Source: an optimization exercise on an open RTL-to-GDS flow (aim: small area, a short achievable clock period and few clock cycles per item). Production flows keep margins and buffers that such runs may drop. Function was checked by simulation only, so behaviour that the tests miss may differ from the original. No activity file was given, so power comes from the tool's default toggle rates.

==> flow/design.v <==
package gpio_prb_pkg;
  localparam int PORT_COUNT_DEF = 5;
  localparam int PINS_PER_PORT_DEF = 16;
  localparam int PIN_W = 16;
  localparam int WORD_W = 32;
  localparam int KEY_BIT = 16;
  localparam int REG_MODE = 0;
  localparam int REG_TYPE = 1;
  localparam int REG_SPEED = 2;
  localparam int REG_PULL = 3;
  localparam int REG_INPUT = 4;
  localparam int REG_OUTPUT = 5;
  localparam int REG_SETRESET = 6;
  localparam int REG_LOCK = 7;
  localparam int REG_AFLOW = 8;
  localparam int REG_AFHIGH = 9;
  localparam int NSEL = 10;
  localparam logic [1:0] PH_IDLE = 2'd0;
  localparam logic [1:0] PH_FIRST = 2'd1;
  localparam logic [1:0] PH_CLEAR = 2'd2;
endpackage
module gpio_prb_ctrl
(
  input  logic clk,
  input  logic rst,
  input  logic s_tvalid,
  output logic s_tready,
  output logic m_tvalid,
  input  logic m_tready,
  output logic exec,        
  output logic r_load       
);
  logic r_v;
  assign m_tvalid = r_v;
  assign r_load = ~r_v | m_tready;
  assign s_tready = r_load;
  assign exec = s_tvalid & r_load;    
  always_ff @(posedge clk) begin
    if (rst) r_v <= 1'b0;
    else if (r_load) r_v <= s_tvalid;
  end
endmodule
module gpio_prb_datapath
#(
  parameter int PORT_COUNT = gpio_prb_pkg::PORT_COUNT_DEF,
  parameter int PINS_PER_PORT = gpio_prb_pkg::PINS_PER_PORT_DEF
) (
  input  logic         clk,
  input  logic         rst,
  input  logic         exec,
  input  logic         r_load,
  input  logic         in_mode,
  input  logic [2:0]   in_port_index,
  input  logic [3:0]   in_reg_select,
  input  logic [31:0]  in_write_data,
  input  logic [15:0]  in_pin_levels,
  output logic [64:0]  reply
);
  localparam int NP = PORT_COUNT;
  localparam int NSEL = gpio_prb_pkg::NSEL;
  logic              a_wr;
  logic [NP-1:0]     a_port;    
  logic [NSEL-1:0]   a_sel;     
  logic [31:0]       a_data;
  logic [15:0]       a_lev;
  always_comb begin
    for (int i = 0; i < NP; i++) a_port[i] = (in_port_index == 3'(i));
    for (int j = 0; j < NSEL; j++) a_sel[j] = (in_reg_select == 4'(j));
  end
  assign a_wr = in_mode;
  assign a_data = in_write_data;
  assign a_lev = in_pin_levels;
  logic [31:0] mode_q   [NP];
  logic [15:0] type_q   [NP];
  logic [31:0] speed_q  [NP];
  logic [31:0] pull_q   [NP];
  logic [15:0] latch_q  [NP];
  logic [31:0] aflow_q  [NP];
  logic [31:0] afhigh_q [NP];
  logic [15:0] lpins_q  [NP];
  logic        key_q    [NP];
  logic [1:0]  phase_q  [NP];
  logic [31:0] dz;       
  logic [15:0] sr_hit;   
  logic [NSEL-1:0] wsel;
  logic [15:0] freep    [NP];
  logic        go_lock  [NP];
  assign dz = a_data & {32{~rst}};
  assign sr_hit = a_data[15:0] | a_data[31:16];
  assign wsel = a_sel & {NSEL{a_wr}};
  for (genvar i = 0; i < NP; i++) begin : g_port
    logic        hit;
    logic [15:0] en_mode, en_type, en_speed, en_pull, en_latch, en_af;
    logic        lk_w, lk_match, go_clear;
    assign hit = a_port[i];
    assign freep[i] = ~(lpins_q[i] & {16{key_q[i]}});
    for (genvar p = 0; p < 16; p++) begin : g_pin
      assign en_mode[p]  = rst | (exec & (hit & wsel[gpio_prb_pkg::REG_MODE]  & freep[i][p]));
      assign en_type[p]  = rst | (exec & (hit & wsel[gpio_prb_pkg::REG_TYPE]  & freep[i][p]));
      assign en_speed[p] = rst | (exec & (hit & wsel[gpio_prb_pkg::REG_SPEED] & freep[i][p]));
      assign en_pull[p]  = rst | (exec & (hit & wsel[gpio_prb_pkg::REG_PULL]  & freep[i][p]));
      assign en_af[p]    = rst | (exec & (hit & wsel[(p < 8) ? gpio_prb_pkg::REG_AFLOW : gpio_prb_pkg::REG_AFHIGH] & freep[i][p]));
      assign en_latch[p] = rst | (exec & ((hit & wsel[gpio_prb_pkg::REG_OUTPUT])
                                        | (hit & wsel[gpio_prb_pkg::REG_SETRESET] & sr_hit[p])));
      always_ff @(posedge clk) begin
        if (en_mode[p]) mode_q[i][2*p +: 2] <= dz[2*p +: 2];
        if (en_type[p]) type_q[i][p] <= dz[p];
        if (en_speed[p]) speed_q[i][2*p +: 2] <= dz[2*p +: 2];
        if (en_pull[p]) pull_q[i][2*p +: 2] <= dz[2*p +: 2];
        if (en_latch[p]) latch_q[i][p] <= dz[p];
      end
      if (p < 8) begin : g_afl
        always_ff @(posedge clk) if (en_af[p]) aflow_q[i][4*p +: 4] <= dz[4*p +: 4];
      end else begin : g_afh
        always_ff @(posedge clk) if (en_af[p]) afhigh_q[i][4*(p-8) +: 4] <= dz[4*(p-8) +: 4];
      end
    end
    assign lk_w = exec & (hit & wsel[gpio_prb_pkg::REG_LOCK] & ~key_q[i]);
    assign lk_match = (a_data[15:0] == lpins_q[i]);
    assign go_clear = (phase_q[i] == gpio_prb_pkg::PH_FIRST) & ~a_data[16] & lk_match;
    assign go_lock[i] = (phase_q[i] == gpio_prb_pkg::PH_CLEAR) & a_data[16] & lk_match;
    always_ff @(posedge clk) begin
      if (rst | lk_w) lpins_q[i] <= dz[15:0];
      if (rst) key_q[i] <= 1'b0;
      else if (lk_w & go_lock[i]) key_q[i] <= 1'b1;
      if (rst) phase_q[i] <= gpio_prb_pkg::PH_IDLE;
      else if (lk_w) begin
        if (go_clear) phase_q[i] <= gpio_prb_pkg::PH_CLEAR;
        else if (go_lock[i]) phase_q[i] <= gpio_prb_pkg::PH_IDLE;
        else phase_q[i] <= a_data[16] ? gpio_prb_pkg::PH_FIRST : gpio_prb_pkg::PH_IDLE;
      end
    end
  end
  logic [31:0] rd;
  logic [31:0] mode_s;
  logic [15:0] latch_s;
  logic [15:0] free_s;
  logic        key_s;
  logic        lock_s;     
  logic [31:0] mode_a;
  logic [15:0] drive_a;
  logic [15:0] oe_a;
  logic        key_a;
  logic [NSEL-1:0] rsel;
  logic [NSEL-1:0] wsel_r;
  logic [64:0] new_reply;
  assign rsel = a_sel & {NSEL{~a_wr}};
  assign wsel_r = wsel & {NSEL{in_port_index < 3'(NP)}};
  always_comb begin
    rd = '0;
    mode_s = '0;
    latch_s = '0;
    free_s = '0;
    key_s = 1'b0;
    lock_s = 1'b0;
    for (int i = 0; i < NP; i++) begin
      rd = rd
         | ({32{a_port[i] & rsel[gpio_prb_pkg::REG_TYPE]}}   & {16'h0, type_q[i]})
         | ({32{a_port[i] & rsel[gpio_prb_pkg::REG_SPEED]}}  & speed_q[i])
         | ({32{a_port[i] & rsel[gpio_prb_pkg::REG_PULL]}}   & pull_q[i])
         | ({32{a_port[i] & rsel[gpio_prb_pkg::REG_LOCK]}}   & {15'h0, key_q[i], lpins_q[i]})
         | ({32{a_port[i] & rsel[gpio_prb_pkg::REG_AFLOW]}}  & aflow_q[i])
         | ({32{a_port[i] & rsel[gpio_prb_pkg::REG_AFHIGH]}} & afhigh_q[i]);
      mode_s = mode_s | ({32{a_port[i]}} & mode_q[i]);
      latch_s = latch_s | ({16{a_port[i]}} & latch_q[i]);
      free_s = free_s | ({16{a_port[i]}} & freep[i]);
      key_s = key_s | (a_port[i] & key_q[i]);
      lock_s = lock_s | (a_port[i] & go_lock[i]);
    end
    rd = rd
       | ({32{rsel[gpio_prb_pkg::REG_MODE]}} & mode_s)
       | ({32{rsel[gpio_prb_pkg::REG_OUTPUT]}} & {16'h0, latch_s})
       | ({32{rsel[gpio_prb_pkg::REG_INPUT] && (in_port_index < 3'(NP))}} & {16'h0, a_lev});
    for (int p = 0; p < 16; p++) begin
      mode_a[2*p +: 2] = (wsel_r[gpio_prb_pkg::REG_MODE] & free_s[p]) ? a_data[2*p +: 2] : mode_s[2*p +: 2];
      oe_a[p] = (mode_a[2*p +: 2] == 2'b01);
    end
    drive_a = wsel_r[gpio_prb_pkg::REG_OUTPUT] ? a_data[15:0]
            : wsel_r[gpio_prb_pkg::REG_SETRESET] ? ((latch_s & ~a_data[31:16]) | a_data[15:0])
            : latch_s;
    key_a = key_s | (wsel_r[gpio_prb_pkg::REG_LOCK] & lock_s);
  end
  assign new_reply = {key_a, oe_a, drive_a, rd};
  logic [64:0] r_q;
  always_ff @(posedge clk) begin
    if (r_load) r_q <= new_reply;
  end
  assign reply = r_q;
endmodule
module gpio_port_register_block
#(
  parameter int PORT_COUNT = gpio_prb_pkg::PORT_COUNT_DEF,
  parameter int PINS_PER_PORT = gpio_prb_pkg::PINS_PER_PORT_DEF
) (
  input  logic        clk,
  input  logic        rst,
  input  logic        s_tvalid,
  output logic        s_tready,
  input  logic [47:0] s_tdata,   
  input  logic [7:0]  s_tuser,   
  output logic        m_tvalid,
  input  logic        m_tready,
  output logic [71:0] m_tdata    
);
  logic        exec;
  logic        r_load;
  logic [64:0] reply;
  gpio_prb_ctrl u_ctrl (
    .clk      (clk),
    .rst      (rst),
    .s_tvalid (s_tvalid),
    .s_tready (s_tready),
    .m_tvalid (m_tvalid),
    .m_tready (m_tready),
    .exec     (exec),
    .r_load   (r_load)
  );
  gpio_prb_datapath #(
    .PORT_COUNT    (PORT_COUNT),
    .PINS_PER_PORT (PINS_PER_PORT)
  ) u_datapath (
    .clk           (clk),
    .rst           (rst),
    .exec          (exec),
    .r_load        (r_load),
    .in_mode       (s_tuser[0]),
    .in_port_index (s_tuser[3:1]),
    .in_reg_select (s_tuser[7:4]),
    .in_write_data (s_tdata[31:0]),
    .in_pin_levels (s_tdata[47:32]),
    .reply         (reply)
  );
  assign m_tdata = {7'h0, reply};
endmodule
==> flow/config.mk <==
export PLATFORM = sky130hd
export DESIGN_NAME = gpio_port_register_block
export DESIGN_NICKNAME = gpio_port_register_block
export VERILOG_FILES = /design/flow/design.v
export SDC_FILE = /design/flow/constraint.sdc
export NUM_CORES = 4
export LEC_CHECK = 0
export CAP_MARGIN = 20
export CORE_MARGIN = 2
export CORE_UTILIZATION = 40
export CTS_CLUSTER_DIAMETER = 60
export CTS_CLUSTER_SIZE = 24
export PLACE_DENSITY = 0.6
export SETUP_SLACK_MARGIN = 2.5
export SLEW_MARGIN = 20
==> flow/constraint.sdc <==
create_clock -name core_clock -period 5.0 [get_ports {clk}]
set_input_delay 1.0000 -clock core_clock [delete_from_list [all_inputs] [get_ports {clk}]]
set_output_delay 1.0000 -clock core_clock [all_outputs]
set_load 0.01 [all_outputs]
standard.sh (not shown) runs the stock make flow with config.mk's settings and CLKGATE_MAP_FILE= SYNTH_SCRIPT=/design/flow/synth_recipe.tcl, a recipe that flattens the netlist after the stock synthesis.
==> flow/flow/run.sh <==
#!/bin/bash
# The standard layout (standard.sh: ORFS synthesis to finish, unchanged), except that the
# port buffers ORFS inserts on every input and output are buf_4 cells instead of its default
# pick (clkdlybuf4s50_1, a slow delay buffer). ORFS's own logs stay under orfs/logs/.
set -euo pipefail
export BUFFER_PORTS_ARGS="-buffer_cell sky130_fd_sc_hd__buf_4"
bash standard.sh finish > standard.log 2>&1
The first run completed with no timing, DRC or antenna violations.
Testbench counts at the start, summed over its fixed seeds: cycles 4,808, items 4,800.
Then changed:
--- a/flow/design.v
+++ b/flow/design.v
@@ -84,27 +84,27 @@
   logic [15:0] sr_hit;   
   logic [NSEL-1:0] wsel;
   logic [15:0] freep    [NP];
   logic        go_lock  [NP];
   assign dz = a_data & {32{~rst}};
   assign sr_hit = a_data[15:0] | a_data[31:16];
-  assign wsel = a_sel & {NSEL{a_wr}};
+  assign wsel = a_sel & {NSEL{a_wr & exec}};
   for (genvar i = 0; i < NP; i++) begin : g_port
     logic        hit;
     logic [15:0] en_mode, en_type, en_speed, en_pull, en_latch, en_af;
     logic        lk_w, lk_match, go_clear;
     assign hit = a_port[i];
     assign freep[i] = ~(lpins_q[i] & {16{key_q[i]}});
     for (genvar p = 0; p < 16; p++) begin : g_pin
-      assign en_mode[p]  = rst | (exec & (hit & wsel[gpio_prb_pkg::REG_MODE]  & freep[i][p]));
-      assign en_type[p]  = rst | (exec & (hit & wsel[gpio_prb_pkg::REG_TYPE]  & freep[i][p]));
-      assign en_speed[p] = rst | (exec & (hit & wsel[gpio_prb_pkg::REG_SPEED] & freep[i][p]));
-      assign en_pull[p]  = rst | (exec & (hit & wsel[gpio_prb_pkg::REG_PULL]  & freep[i][p]));
-      assign en_af[p]    = rst | (exec & (hit & wsel[(p < 8) ? gpio_prb_pkg::REG_AFLOW : gpio_prb_pkg::REG_AFHIGH] & freep[i][p]));
-      assign en_latch[p] = rst | (exec & ((hit & wsel[gpio_prb_pkg::REG_OUTPUT])
-                                        | (hit & wsel[gpio_prb_pkg::REG_SETRESET] & sr_hit[p])));
+      assign en_mode[p]  = rst | (hit & wsel[gpio_prb_pkg::REG_MODE]  & freep[i][p]);
+      assign en_type[p]  = rst | (hit & wsel[gpio_prb_pkg::REG_TYPE]  & freep[i][p]);
+      assign en_speed[p] = rst | (hit & wsel[gpio_prb_pkg::REG_SPEED] & freep[i][p]);
+      assign en_pull[p]  = rst | (hit & wsel[gpio_prb_pkg::REG_PULL]  & freep[i][p]);
+      assign en_af[p]    = rst | (hit & wsel[(p < 8) ? gpio_prb_pkg::REG_AFLOW : gpio_prb_pkg::REG_AFHIGH] & freep[i][p]);
+      assign en_latch[p] = rst | (hit & wsel[gpio_prb_pkg::REG_OUTPUT])
+                               | (hit & wsel[gpio_prb_pkg::REG_SETRESET] & sr_hit[p]);
       always_ff @(posedge clk) begin
         if (en_mode[p]) mode_q[i][2*p +: 2] <= dz[2*p +: 2];
         if (en_type[p]) type_q[i][p] <= dz[p];
         if (en_speed[p]) speed_q[i][2*p +: 2] <= dz[2*p +: 2];
         if (en_pull[p]) pull_q[i][2*p +: 2] <= dz[2*p +: 2];
         if (en_latch[p]) latch_q[i][p] <= dz[p];
@@ -112,13 +112,13 @@
       if (p < 8) begin : g_afl
         always_ff @(posedge clk) if (en_af[p]) aflow_q[i][4*p +: 4] <= dz[4*p +: 4];
       end else begin : g_afh
         always_ff @(posedge clk) if (en_af[p]) afhigh_q[i][4*(p-8) +: 4] <= dz[4*(p-8) +: 4];
       end
     end
-    assign lk_w = exec & (hit & wsel[gpio_prb_pkg::REG_LOCK] & ~key_q[i]);
+    assign lk_w = hit & wsel[gpio_prb_pkg::REG_LOCK] & ~key_q[i];
     assign lk_match = (a_data[15:0] == lpins_q[i]);
     assign go_clear = (phase_q[i] == gpio_prb_pkg::PH_FIRST) & ~a_data[16] & lk_match;
     assign go_lock[i] = (phase_q[i] == gpio_prb_pkg::PH_CLEAR) & a_data[16] & lk_match;
     always_ff @(posedge clk) begin
       if (rst | lk_w) lpins_q[i] <= dz[15:0];
       if (rst) key_q[i] <= 1'b0;
@@ -142,13 +142,13 @@
   logic [15:0] oe_a;
   logic        key_a;
   logic [NSEL-1:0] rsel;
   logic [NSEL-1:0] wsel_r;
   logic [64:0] new_reply;
   assign rsel = a_sel & {NSEL{~a_wr}};
-  assign wsel_r = wsel & {NSEL{in_port_index < 3'(NP)}};
+  assign wsel_r = a_sel & {NSEL{a_wr && (in_port_index < 3'(NP))}};
   always_comb begin
     rd = '0;
     mode_s = '0;
     latch_s = '0;
     free_s = '0;
     key_s = 1'b0;
Outcome: The changed run went through all stages and came out clean; final area is higher slightly; register-to-register slack degrades by 170 ps; cell count went down by a few percent; wire length decreases by a few percent; sequential share of layout area falls by 0.17 points; count of clock-buffer cells in the layout goes down by 11; worst setup slack is worse by 70 ps; global-route usage came out lower by 0.44 points; power fell by a few percent; area after synthesis shrinks by a few percent; via count is lower slightly.
Testbench counts after the change, summed over its fixed seeds: cycles 4,808, items 4,800.

what the ideal ports hide:
Ports are ideal in the flow. The routed layouts listed here were re-timed in OpenROAD. Step 1, drivers: a clkbuf_16 drives clk and a buf_2 each remaining input, both assumed. Step 2, shift: input delay + t, output delay - t, t = (earliest + latest rising clock arrival at the registers) / 2. This alone moves slack from input paths to output paths. a / b / c = no drivers / after step 1 / after step 2; a / b = the first two.
| run | t, ns | slack for setup (ns) | worst setup path after step 2 | worst data-port slew with drivers (ns) | cell pins on the clock port's net |
|---|---|---|---|---|---|
| the first run | 0.790 | 2.279 / 2.205 / 1.414 | input to register | 0.19 | 1 |
| the second run | 0.764 | 2.210 / 2.054 / 1.290 | input to register | 0.43 | 1 |
After both steps every run listed still meets setup and hold. For the second run, which loses most, drivers alone change the setup slack by -0.156 ns; drivers and shift together by -0.920 ns.
